From an optimization exercise on the open Yosys and OpenROAD flow, aimed at small area, a short achievable clock period and few clock cycles per item; shortcuts taken in it are not production practice. The RTL was checked by simulation tests, not by an equivalence proof against the original design. Power is estimated from default activity; no workload was simulated.

==> inputs of trial 48 <==
==> flow/design.v (excerpt) <==
module key_led_fade_table (
    input  logic                                i_clk,
    input  logic                                i_rst_n,
    input  logic                                s_axis_tvalid,
    output logic                                s_axis_tready,
    input  logic [kfade_pkg::IN_TDATA_W-1:0]    s_axis_tdata,    
    input  logic                                s_axis_tuser,    
    output logic                                m_axis_tvalid,
    input  logic                                m_axis_tready,
    output logic [kfade_pkg::OUT_TDATA_W-1:0]   m_axis_tdata,    
    output logic                                m_axis_tuser,    
    output logic                                m_axis_tlast     
);
clock: 8.0 ns
lec_check: 0
cap_margin: 20
core_margin: 2
core_utilization: 45
setup_slack_margin: 3.5
slew_margin: 20
run.sh (not shown) runs the stock make flow with config.mk's settings and CLKGATE_MAP_FILE= SYNTH_SCRIPT=/design/flow/synth_recipe.tcl, a recipe that flattens the netlist after the stock synthesis.
==> build 20: changes against trial 48 <==
--- a/flow/design.v
+++ b/flow/design.v
@@ -42,43 +42,30 @@
     input  logic                          i_user,
     output logic                          o_q_valid,
     output kfade_pkg::t_item              o_q_item,
     input  logic                          i_q_pop
 );
     logic [kfade_pkg::ITEM_W-1:0]  r_head;
-    logic [kfade_pkg::ITEM_W-1:0]  r_skid;
     logic                          r_head_v;
-    logic                          r_skid_v;
     logic [kfade_pkg::ITEM_W-1:0]  w_item;
     logic                          w_push;
-    logic                          w_load;
     assign w_item    = {i_user, i_data[7:0], i_data[15:8], i_data[23:16], i_data[39:24]};
-    assign o_ready   = !r_skid_v;
+    assign o_ready   = !r_head_v || i_q_pop;
     assign o_q_valid = r_head_v;
     assign o_q_item  = r_head;
     assign w_push    = i_valid && o_ready;
-    assign w_load    = !r_head_v || i_q_pop;
     always_ff @(posedge i_clk) begin
         if (!i_rst_n) begin
             r_head_v <= 1'b0;
-            r_skid_v <= 1'b0;
-        end else begin
-            if (w_load) begin
-                r_head_v <= r_skid_v || w_push;
-                r_skid_v <= 1'b0;
-            end else if (w_push) begin
-                r_skid_v <= 1'b1;
-            end
+        end else if (o_ready) begin
+            r_head_v <= i_valid;
         end
     end
     always_ff @(posedge i_clk) begin
-        if (w_load) begin
-            r_head <= r_skid_v ? r_skid : w_item;
-        end
-        if (!w_load && w_push) begin
-            r_skid <= w_item;
+        if (w_push) begin
+            r_head <= w_item;
         end
     end
 endmodule
 module kfade_back (
     input  logic                 i_clk,
     input  logic                 i_rst_n,
@@ -94,20 +81,24 @@
     logic [7:0]   r_level[N];
     logic [7:0]   r_dec  [N];
     logic [15:0]  r_rel  [N];
     logic [15:0]  r_due  [N];
     logic [N-1:0] r_active;
     logic [N-1:0] r_used;
-    logic [N-1:0] r_eq;             
+    logic [N-1:0] r_dn;             
+    logic [N-1:0] r_rf;             
     logic [15:0]  r_tnum;           
     logic [N-1:0] r_fire;           
     logic         r_drain;          
     logic [N-1:0] r_wsel;           
+    logic [N-1:0] r_wss;            
+    logic [N-1:0] r_wsf;            
     logic         r_wset;           
     logic [7:0]   r_wkey;
     logic [7:0]   r_wlvl;
+    logic         r_wact;           
     logic [7:0]   r_wdec;
     logic [15:0]  r_wrel;
     function automatic logic [N-1:0] first_one(input logic [N-1:0] v);
         logic [N-1:0] below;
         below = v;
         for (int s = 1; s < N; s = s * 2) begin
@@ -121,39 +112,44 @@
         for (int s = 1; s < N; s = s * 2) begin
             above = above | (above >> s);
         end
         last_one = v & ~(above >> 1);
     endfunction
     logic [7:0]   w_new_lvl;
-    logic         w_new_act;
+    logic         w_new_act, w_new_lnz;
     logic [15:0]  w_new_due;
+    logic         w_new_rf;
     assign w_new_lvl = r_wset ? r_wlvl
                      : ((r_wlvl <= r_wdec) ? kfade_pkg::LEVEL_OFF : r_wlvl - r_wdec);
-    assign w_new_act = r_wset || (r_wlvl != kfade_pkg::LEVEL_OFF);
+    assign w_new_act = r_wact;
+    assign w_new_lnz = r_wset ? (r_wlvl != kfade_pkg::LEVEL_OFF) : (r_wlvl > r_wdec);
     assign w_new_due = r_tnum + (r_wset ? 16'd0 : r_wrel);
+    assign w_new_rf  = w_new_lnz && (r_wrel == 16'd0);
     kfade_pkg::t_item w_it;
     assign w_it = i_q_item;
-    logic [N-1:0] w_used, w_act, w_match, w_inact, w_app, w_pick, w_refire;
+    logic [N-1:0] w_used, w_act, w_match, w_inact, w_app, w_pick;
     logic [N-1:0] w_due_now, w_sel, w_first, w_rest;
     logic         w_any_match, w_any_inact, w_accept, w_last, w_hit, w_wkey_eq;
     logic [7:0]   m_key, m_lvl, m_dec;
     logic [15:0]  m_rel;
     logic [7:0]   o_key, o_lvl, o_dec;
+    logic         o_lnz;
+    logic [N-1:0] w_lnz;
     logic [15:0]  o_rel;
     logic [15:0]  w_set_rel;
     assign w_wkey_eq = (r_wkey == w_it.key);
     always_comb begin
         for (int i = 0; i < N; i++) begin
-            w_used[i]    = r_used[i] || r_wsel[i];
-            w_act[i]     = r_wsel[i] ? w_new_act : r_active[i];
-            w_match[i]   = w_used[i] && ((r_wsel[i] && r_wset) ? w_wkey_eq
+            w_used[i]    = r_used[i] || r_wss[i];
+            w_act[i]     = r_wss[i] || (r_wsf[i] ? w_new_act : r_active[i]);
+            w_match[i]   = w_used[i] && (r_wss[i] ? w_wkey_eq
                                                                : (r_key[i] == w_it.key));
             w_inact[i]   = w_used[i] && !w_act[i];
             w_app[i]     = !w_used[i] && ((i == 0) ? 1'b1 : w_used[i-1]);
-            w_refire[i]  = (r_level[i] != kfade_pkg::LEVEL_OFF) && (r_rel[i] == 16'd0);
-            w_due_now[i] = r_wsel[i] ? (r_wset || w_refire[i]) : (r_active[i] && r_eq[i]);
+            w_lnz[i]     = (r_level[i] != kfade_pkg::LEVEL_OFF);
+            w_due_now[i] = r_wss[i] || (r_wsf[i] ? r_rf[i] : r_dn[i]);
         end
     end
     assign w_any_match = |w_match;
     assign w_any_inact = |w_inact;
     assign w_pick      = w_any_match ? first_one(w_match)
                        : w_any_inact ? last_one(w_inact) : w_app;
@@ -167,12 +163,13 @@
     assign w_sel   = r_fire | (r_drain ? '0 : w_due_now);
     assign w_first = first_one(w_sel);
     assign w_rest  = w_sel & ~w_first;
     assign w_last  = (w_rest == '0);
     assign w_any   = (w_sel != '0);
     assign w_hit   = |(w_first & r_wsel);
+    assign r_wsel  = r_wss | r_wsf;
     assign do_fire = w_fire_en && w_any;
     always_comb begin
         m_key = '0;
         m_lvl = '0;
         m_dec = '0;
         m_rel = '0;
@@ -182,12 +179,13 @@
             m_dec = m_dec | (r_dec[i]   & {8{w_first[i]}});
             m_rel = m_rel | (r_rel[i]   & {16{w_first[i]}});
         end
     end
     assign o_key = w_hit ? r_wkey    : m_key;
     assign o_lvl = w_hit ? w_new_lvl : m_lvl;
+    assign o_lnz = w_hit ? w_new_lnz : |(w_first & w_lnz);
     assign o_dec = w_hit ? r_wdec    : m_dec;
     assign o_rel = w_hit ? r_wrel    : m_rel;
     assign w_set_rel = (w_it.step_ticks == 16'd0) ? 16'd0 : w_it.step_ticks - 16'd1;
     assign o_emit               = do_set || do_fire;
     assign o_word.kind          = !do_set;
     assign o_word.accepted      = do_set && w_accept;
@@ -197,36 +195,38 @@
     logic [15:0] w_tnum_next;
     logic        w_weq_next;
     assign w_tnum_next = r_tnum + {15'd0, do_tick};
     assign w_weq_next  = r_wset ? !do_tick : (r_wrel == {15'd0, do_tick});
     always_ff @(posedge i_clk) begin
         for (int i = 0; i < N; i++) begin
-            r_eq[i] <= r_wsel[i] ? w_weq_next : (r_due[i] == w_tnum_next);
+            if (!i_rst_n) begin
+                r_dn[i] <= 1'b0;
+            end else if (r_wsel[i]) begin
+                r_dn[i] <= w_new_act && w_weq_next;
+            end else begin
+                r_dn[i] <= r_active[i] && (r_due[i] == w_tnum_next);
+            end
         end
     end
     always_ff @(posedge i_clk) begin
         if (!i_rst_n) begin
             r_tnum   <= '0;
             r_drain  <= 1'b0;
             r_fire   <= '0;
-            r_wsel   <= '0;
+            r_wss    <= '0;
+            r_wsf    <= '0;
             r_active <= '0;
             r_used   <= '0;
         end else begin
             r_tnum <= w_tnum_next;
             if (w_fire_en) begin
                 r_drain <= !w_last;
                 r_fire  <= w_rest;
             end
-            if (do_set) begin
-                r_wsel <= w_accept ? w_pick : '0;
-            end else if (w_fire_en) begin
-                r_wsel <= w_first;
-            end else begin
-                r_wsel <= '0;
-            end
+            r_wss <= (do_set && w_accept) ? w_pick : '0;
+            r_wsf <= w_fire_en ? w_first : '0;
             for (int i = 0; i < N; i++) begin
                 if (r_wsel[i]) begin
                     r_active[i] <= w_new_act;
                     r_used[i]   <= 1'b1;
                 end
             end
@@ -234,26 +234,29 @@
     end
     always_ff @(posedge i_clk) begin
         if (do_set) begin
             r_wset <= 1'b1;
             r_wkey <= w_it.key;
             r_wlvl <= w_it.intensity;
+            r_wact <= 1'b1;
             r_wdec <= w_it.decrement;
             r_wrel <= w_set_rel;
         end else begin
             r_wset <= 1'b0;
             r_wkey <= o_key;
             r_wlvl <= o_lvl;
+            r_wact <= o_lnz;
             r_wdec <= o_dec;
             r_wrel <= o_rel;
         end
         for (int i = 0; i < N; i++) begin
             if (r_wsel[i]) begin
                 r_level[i] <= w_new_lvl;
                 r_due[i]   <= w_new_due;
-                if (r_wset) begin
+                r_rf[i]    <= w_new_rf;
+                if (r_wss[i]) begin
                     r_key[i] <= r_wkey;
                     r_dec[i] <= r_wdec;
                     r_rel[i] <= r_wrel;
                 end
             end
         end
@@ -316,13 +319,13 @@
                 r_skid_v <= r_oreg_v;
                 r_oreg_v <= w_emit;
             end
         end
     end
     always_ff @(posedge i_clk) begin
-        if (w_emit) begin
+        if (!r_skid_v) begin
             r_oreg <= w_word;
         end
         if (w_head_free) begin
             r_head <= r_skid_v ? r_skid : r_oreg;
         end
         if (w_head_free ? r_skid_v : !r_skid_v) begin
==> flow/config.mk (replaced) <==
export PLATFORM = sky130hd
export DESIGN_NAME = key_led_fade_table
export DESIGN_NICKNAME = key_led_fade_table
export VERILOG_FILES = /design/flow/design.v
export SDC_FILE = /design/flow/constraint.sdc
export NUM_CORES = 4
export LEC_CHECK = 0
export CAP_MARGIN = 40
export CORE_MARGIN = 2
export CORE_UTILIZATION = 50
export SETUP_SLACK_MARGIN = 4.2
export SLEW_MARGIN = 30
==> build 85: changes against trial 48 <==
--- a/flow/design.v
+++ b/flow/design.v
@@ -94,13 +94,12 @@
     logic [7:0]   r_level[N];
     logic [7:0]   r_dec  [N];
     logic [15:0]  r_rel  [N];
     logic [15:0]  r_due  [N];
     logic [N-1:0] r_active;
     logic [N-1:0] r_used;
-    logic [N-1:0] r_eq;             
     logic [15:0]  r_tnum;           
     logic [N-1:0] r_fire;           
     logic         r_drain;          
     logic [N-1:0] r_wsel;           
     logic         r_wset;           
     logic [7:0]   r_wkey;
@@ -123,20 +122,22 @@
         end
         last_one = v & ~(above >> 1);
     endfunction
     logic [7:0]   w_new_lvl;
     logic         w_new_act;
     logic [15:0]  w_new_due;
+    logic         w_refire;        
     assign w_new_lvl = r_wset ? r_wlvl
                      : ((r_wlvl <= r_wdec) ? kfade_pkg::LEVEL_OFF : r_wlvl - r_wdec);
     assign w_new_act = r_wset || (r_wlvl != kfade_pkg::LEVEL_OFF);
     assign w_new_due = r_tnum + (r_wset ? 16'd0 : r_wrel);
+    assign w_refire  = w_new_act && (r_wset || (r_wrel == 16'd0));
     kfade_pkg::t_item w_it;
     assign w_it = i_q_item;
-    logic [N-1:0] w_used, w_act, w_match, w_inact, w_app, w_pick, w_refire;
-    logic [N-1:0] w_due_now, w_sel, w_first, w_rest;
+    logic [N-1:0] w_used, w_act, w_match, w_inact, w_app, w_pick;
+    logic [N-1:0] w_due_now, w_tfire, w_sel, w_first, w_rest;
     logic         w_any_match, w_any_inact, w_accept, w_last, w_hit, w_wkey_eq;
     logic [7:0]   m_key, m_lvl, m_dec;
     logic [15:0]  m_rel;
     logic [7:0]   o_key, o_lvl, o_dec;
     logic [15:0]  o_rel;
     logic [15:0]  w_set_rel;
@@ -146,34 +147,26 @@
             w_used[i]    = r_used[i] || r_wsel[i];
             w_act[i]     = r_wsel[i] ? w_new_act : r_active[i];
             w_match[i]   = w_used[i] && ((r_wsel[i] && r_wset) ? w_wkey_eq
                                                                : (r_key[i] == w_it.key));
             w_inact[i]   = w_used[i] && !w_act[i];
             w_app[i]     = !w_used[i] && ((i == 0) ? 1'b1 : w_used[i-1]);
-            w_refire[i]  = (r_level[i] != kfade_pkg::LEVEL_OFF) && (r_rel[i] == 16'd0);
-            w_due_now[i] = r_wsel[i] ? (r_wset || w_refire[i]) : (r_active[i] && r_eq[i]);
+            w_due_now[i] = r_wsel[i] ? w_refire : (r_active[i] && (r_due[i] == r_tnum));
         end
     end
     assign w_any_match = |w_match;
     assign w_any_inact = |w_inact;
     assign w_pick      = w_any_match ? first_one(w_match)
                        : w_any_inact ? last_one(w_inact) : w_app;
     assign w_accept    = w_any_match || w_any_inact || !w_used[N-1];
-    logic do_item, do_set, do_tick, do_fire, w_fire_en, w_any;
-    assign do_item   = !r_drain && i_q_valid && i_emit_ok;
-    assign do_set    = do_item && (w_it.action == kfade_pkg::ACT_SET);
-    assign do_tick   = do_item && (w_it.action == kfade_pkg::ACT_TICK);
-    assign w_fire_en = r_drain ? i_emit_ok : do_tick;
-    assign o_q_pop   = do_item;
-    assign w_sel   = r_fire | (r_drain ? '0 : w_due_now);
+    assign w_tfire = w_due_now;
+    assign w_sel   = r_drain ? r_fire : w_tfire;
     assign w_first = first_one(w_sel);
     assign w_rest  = w_sel & ~w_first;
     assign w_last  = (w_rest == '0);
-    assign w_any   = (w_sel != '0);
     assign w_hit   = |(w_first & r_wsel);
-    assign do_fire = w_fire_en && w_any;
     always_comb begin
         m_key = '0;
         m_lvl = '0;
         m_dec = '0;
         m_rel = '0;
         for (int i = 0; i < N; i++) begin
@@ -185,44 +178,41 @@
     end
     assign o_key = w_hit ? r_wkey    : m_key;
     assign o_lvl = w_hit ? w_new_lvl : m_lvl;
     assign o_dec = w_hit ? r_wdec    : m_dec;
     assign o_rel = w_hit ? r_wrel    : m_rel;
     assign w_set_rel = (w_it.step_ticks == 16'd0) ? 16'd0 : w_it.step_ticks - 16'd1;
-    assign o_emit               = do_set || do_fire;
-    assign o_word.kind          = !do_set;
-    assign o_word.accepted      = do_set && w_accept;
-    assign o_word.led_key       = do_set ? 8'd0 : o_key;
+    logic do_item, do_set, do_tick, do_fire;
+    assign do_item = !r_drain && i_q_valid && i_emit_ok;
+    assign do_set  = do_item && (w_it.action == kfade_pkg::ACT_SET);
+    assign do_tick = do_item && (w_it.action == kfade_pkg::ACT_TICK);
+    assign do_fire = i_emit_ok && (r_drain || (do_tick && (w_tfire != '0)));
+    assign o_q_pop = do_item;
+    assign o_emit              = do_set || do_fire;
+    assign o_word.kind         = do_set ? kfade_pkg::KIND_ANSWER : kfade_pkg::KIND_UPDATE;
+    assign o_word.accepted     = do_set && w_accept;
+    assign o_word.led_key      = do_set ? 8'd0 : o_key;
     assign o_word.led_intensity = do_set ? kfade_pkg::LEVEL_OFF : o_lvl;
-    assign o_word.last          = do_set || w_last;
-    logic [15:0] w_tnum_next;
-    logic        w_weq_next;
-    assign w_tnum_next = r_tnum + {15'd0, do_tick};
-    assign w_weq_next  = r_wset ? !do_tick : (r_wrel == {15'd0, do_tick});
-    always_ff @(posedge i_clk) begin
-        for (int i = 0; i < N; i++) begin
-            r_eq[i] <= r_wsel[i] ? w_weq_next : (r_due[i] == w_tnum_next);
-        end
-    end
+    assign o_word.last         = do_set || w_last;
     always_ff @(posedge i_clk) begin
         if (!i_rst_n) begin
             r_tnum   <= '0;
             r_drain  <= 1'b0;
-            r_fire   <= '0;
             r_wsel   <= '0;
             r_active <= '0;
             r_used   <= '0;
         end else begin
-            r_tnum <= w_tnum_next;
-            if (w_fire_en) begin
+            if (do_tick) begin
+                r_tnum <= r_tnum + 16'd1;
+            end
+            if (do_fire) begin
                 r_drain <= !w_last;
-                r_fire  <= w_rest;
             end
             if (do_set) begin
                 r_wsel <= w_accept ? w_pick : '0;
-            end else if (w_fire_en) begin
+            end else if (do_fire) begin
                 r_wsel <= w_first;
             end else begin
                 r_wsel <= '0;
             end
             for (int i = 0; i < N; i++) begin
                 if (r_wsel[i]) begin
@@ -230,12 +220,15 @@
                     r_used[i]   <= 1'b1;
                 end
             end
         end
     end
     always_ff @(posedge i_clk) begin
+        if (do_fire) begin
+            r_fire <= w_rest;
+        end
         if (do_set) begin
             r_wset <= 1'b1;
             r_wkey <= w_it.key;
             r_wlvl <= w_it.intensity;
             r_wdec <= w_it.decrement;
             r_wrel <= w_set_rel;
@@ -274,14 +267,14 @@
 );
     logic                 w_q_valid;
     logic                 w_q_pop;
     kfade_pkg::t_item     w_q_item;
     logic                 w_emit;
     kfade_pkg::t_result   w_word;
-    kfade_pkg::t_result   r_oreg, r_head, r_skid;
-    logic                 r_oreg_v, r_head_v, r_skid_v;
+    kfade_pkg::t_result   r_head, r_skid;
+    logic                 r_head_v, r_skid_v;
     logic                 w_head_free;
     kfade_front u_front (
         .i_clk     (i_clk),
         .i_rst_n   (i_rst_n),
         .i_valid   (s_axis_tvalid),
         .o_ready   (s_axis_tready),
@@ -301,35 +294,29 @@
         .o_emit    (w_emit),
         .o_word    (w_word)
     );
     assign w_head_free = !r_head_v || m_axis_tready;
     always_ff @(posedge i_clk) begin
         if (!i_rst_n) begin
-            r_oreg_v <= 1'b0;
             r_head_v <= 1'b0;
             r_skid_v <= 1'b0;
         end else begin
             if (w_head_free) begin
-                r_head_v <= r_skid_v || r_oreg_v;
-                r_skid_v <= r_skid_v && r_oreg_v;
-                r_oreg_v <= w_emit;
-            end else if (!r_skid_v) begin
-                r_skid_v <= r_oreg_v;
-                r_oreg_v <= w_emit;
+                r_head_v <= r_skid_v || w_emit;
+                r_skid_v <= 1'b0;
+            end else if (w_emit) begin
+                r_skid_v <= 1'b1;
             end
         end
     end
     always_ff @(posedge i_clk) begin
-        if (w_emit) begin
-            r_oreg <= w_word;
-        end
         if (w_head_free) begin
-            r_head <= r_skid_v ? r_skid : r_oreg;
+            r_head <= r_skid_v ? r_skid : w_word;
         end
-        if (w_head_free ? r_skid_v : !r_skid_v) begin
-            r_skid <= r_oreg;
+        if (!w_head_free && w_emit) begin
+            r_skid <= w_word;
         end
     end
     assign m_axis_tvalid = r_head_v;
     assign m_axis_tdata = {7'b0, r_head.led_intensity, r_head.led_key, r_head.accepted};
     assign m_axis_tuser = r_head.kind;
     assign m_axis_tlast = r_head.last;
==> flow/config.mk (replaced) <==
export PLATFORM = sky130hd
export DESIGN_NAME = key_led_fade_table
export DESIGN_NICKNAME = key_led_fade_table
export VERILOG_FILES = /design/flow/design.v
export SDC_FILE = /design/flow/constraint.sdc
export NUM_CORES = 4
export LEC_CHECK = 0
export CAP_MARGIN = 20
export CORE_MARGIN = 2
export CORE_UTILIZATION = 40
export SLEW_MARGIN = 20
==> run summary <==
Final GP Congestion 0.972; total of flip-flops plus latches after synthesis 2101; Mapped Cells roughly 6000; run status timing/DRC/antenna clean; layer carrying the most global-route usage met2; portion of total power attributed to sequential cells 53.7%; effective utilization at floorplan 40.3%; RSZ-0062 raised after global routing no; Critical-path top delay cell sky130_fd_sc_hd__nor3_1; cell depth of the worst flop-to-flop path 14
# the run above: build 85

==> run summary <==
delay of the slowest cell on the worst path 0.85 ns; worst-case register-to-register setup slack 3.38 ns; basic-gate share of the synthesized area counting and, or, nand and nor cells 9.67%; total of flip-flops plus latches after synthesis 2153; run status failed layout checks; Final GP Congestion about 1.0; n_taps around 2700; Failed Checks max-capacitance violations; Internal Dissipation ~19 mW; cell depth of the worst flop-to-flop path 9; CP Buf/Inv Count 1; effective utilization at floorplan between 40% and 50%; RSZ-0062 raised after global routing yes; layer carrying the most global-route usage met2; top-area cell type share of the netlist area about 65%; cell family with the largest share of critical-path delay compound AO/OA/AOI/OAI gates; portion of the layout cell area used by non-clock buffers under 10%; portion of total power attributed to sequential cells between 50 and 60%; Critical-path top delay cell sky130_fd_sc_hd__a21oi_1; max-cap violation count 1; number of multi-input combinational cells 3732
# the run above: trial 48

==> run summary <==
effective utilization at floorplan 50.4%; layer carrying the most global-route usage met1; portion of total power attributed to sequential cells a little over half; run status timing/DRC/antenna clean; largest voltage drop on the vdd net 0.186 mV; total of flip-flops plus latches after synthesis approximately 2200; clock transition at the register clock pins on the worst setup and hold paths after CTS 0.06 ns; Final GP Congestion 0.951; Critical-path top delay cell sky130_fd_sc_hd__or4_4; number of clock sinks 2176; post-place setup slack 2.77 ns; basic-gate share of the synthesized area counting and, or, nand and nor cells 9.11%; cell depth of the worst flop-to-flop path 11; core area between 0.15 and 0.2 mm²
# the run above: build 20

Testbench counts of trial 48, summed over its fixed seeds: cycles 10,762, items 4,800.
Testbench counts of build 20, summed over its fixed seeds: cycles 10,762, items 4,800.
Testbench counts of build 85, summed over its fixed seeds: cycles 10,758, items 4,800.

static timing again, ports no longer ideal:
How much do the figures lean on ideal ports? The routed layouts below were timed once more, with nothing changed but the port constraints. Step 1: set_driving_cell puts a clkbuf_16 on i_clk and a buf_2 on each other input, an assumption about the parent block. Step 2, shift: input delay + t, output delay - t, t = (earliest + latest rising clock arrival at the registers) / 2. This alone moves slack from input paths to output paths. a / b / c = ideal ports / drivers / drivers and shift; a / b = the first two.
run | t (ns) | setup WS [ns] | cell pins on the clock port's net
trial 48 | 0.961 | 3.379 / 3.379 / 3.379 | 1
build 20 | 0.940 | 3.932 / 3.932 / 3.932 | 1
build 85 | 0.929 | 1.071 / 1.071 / 1.071 | 1
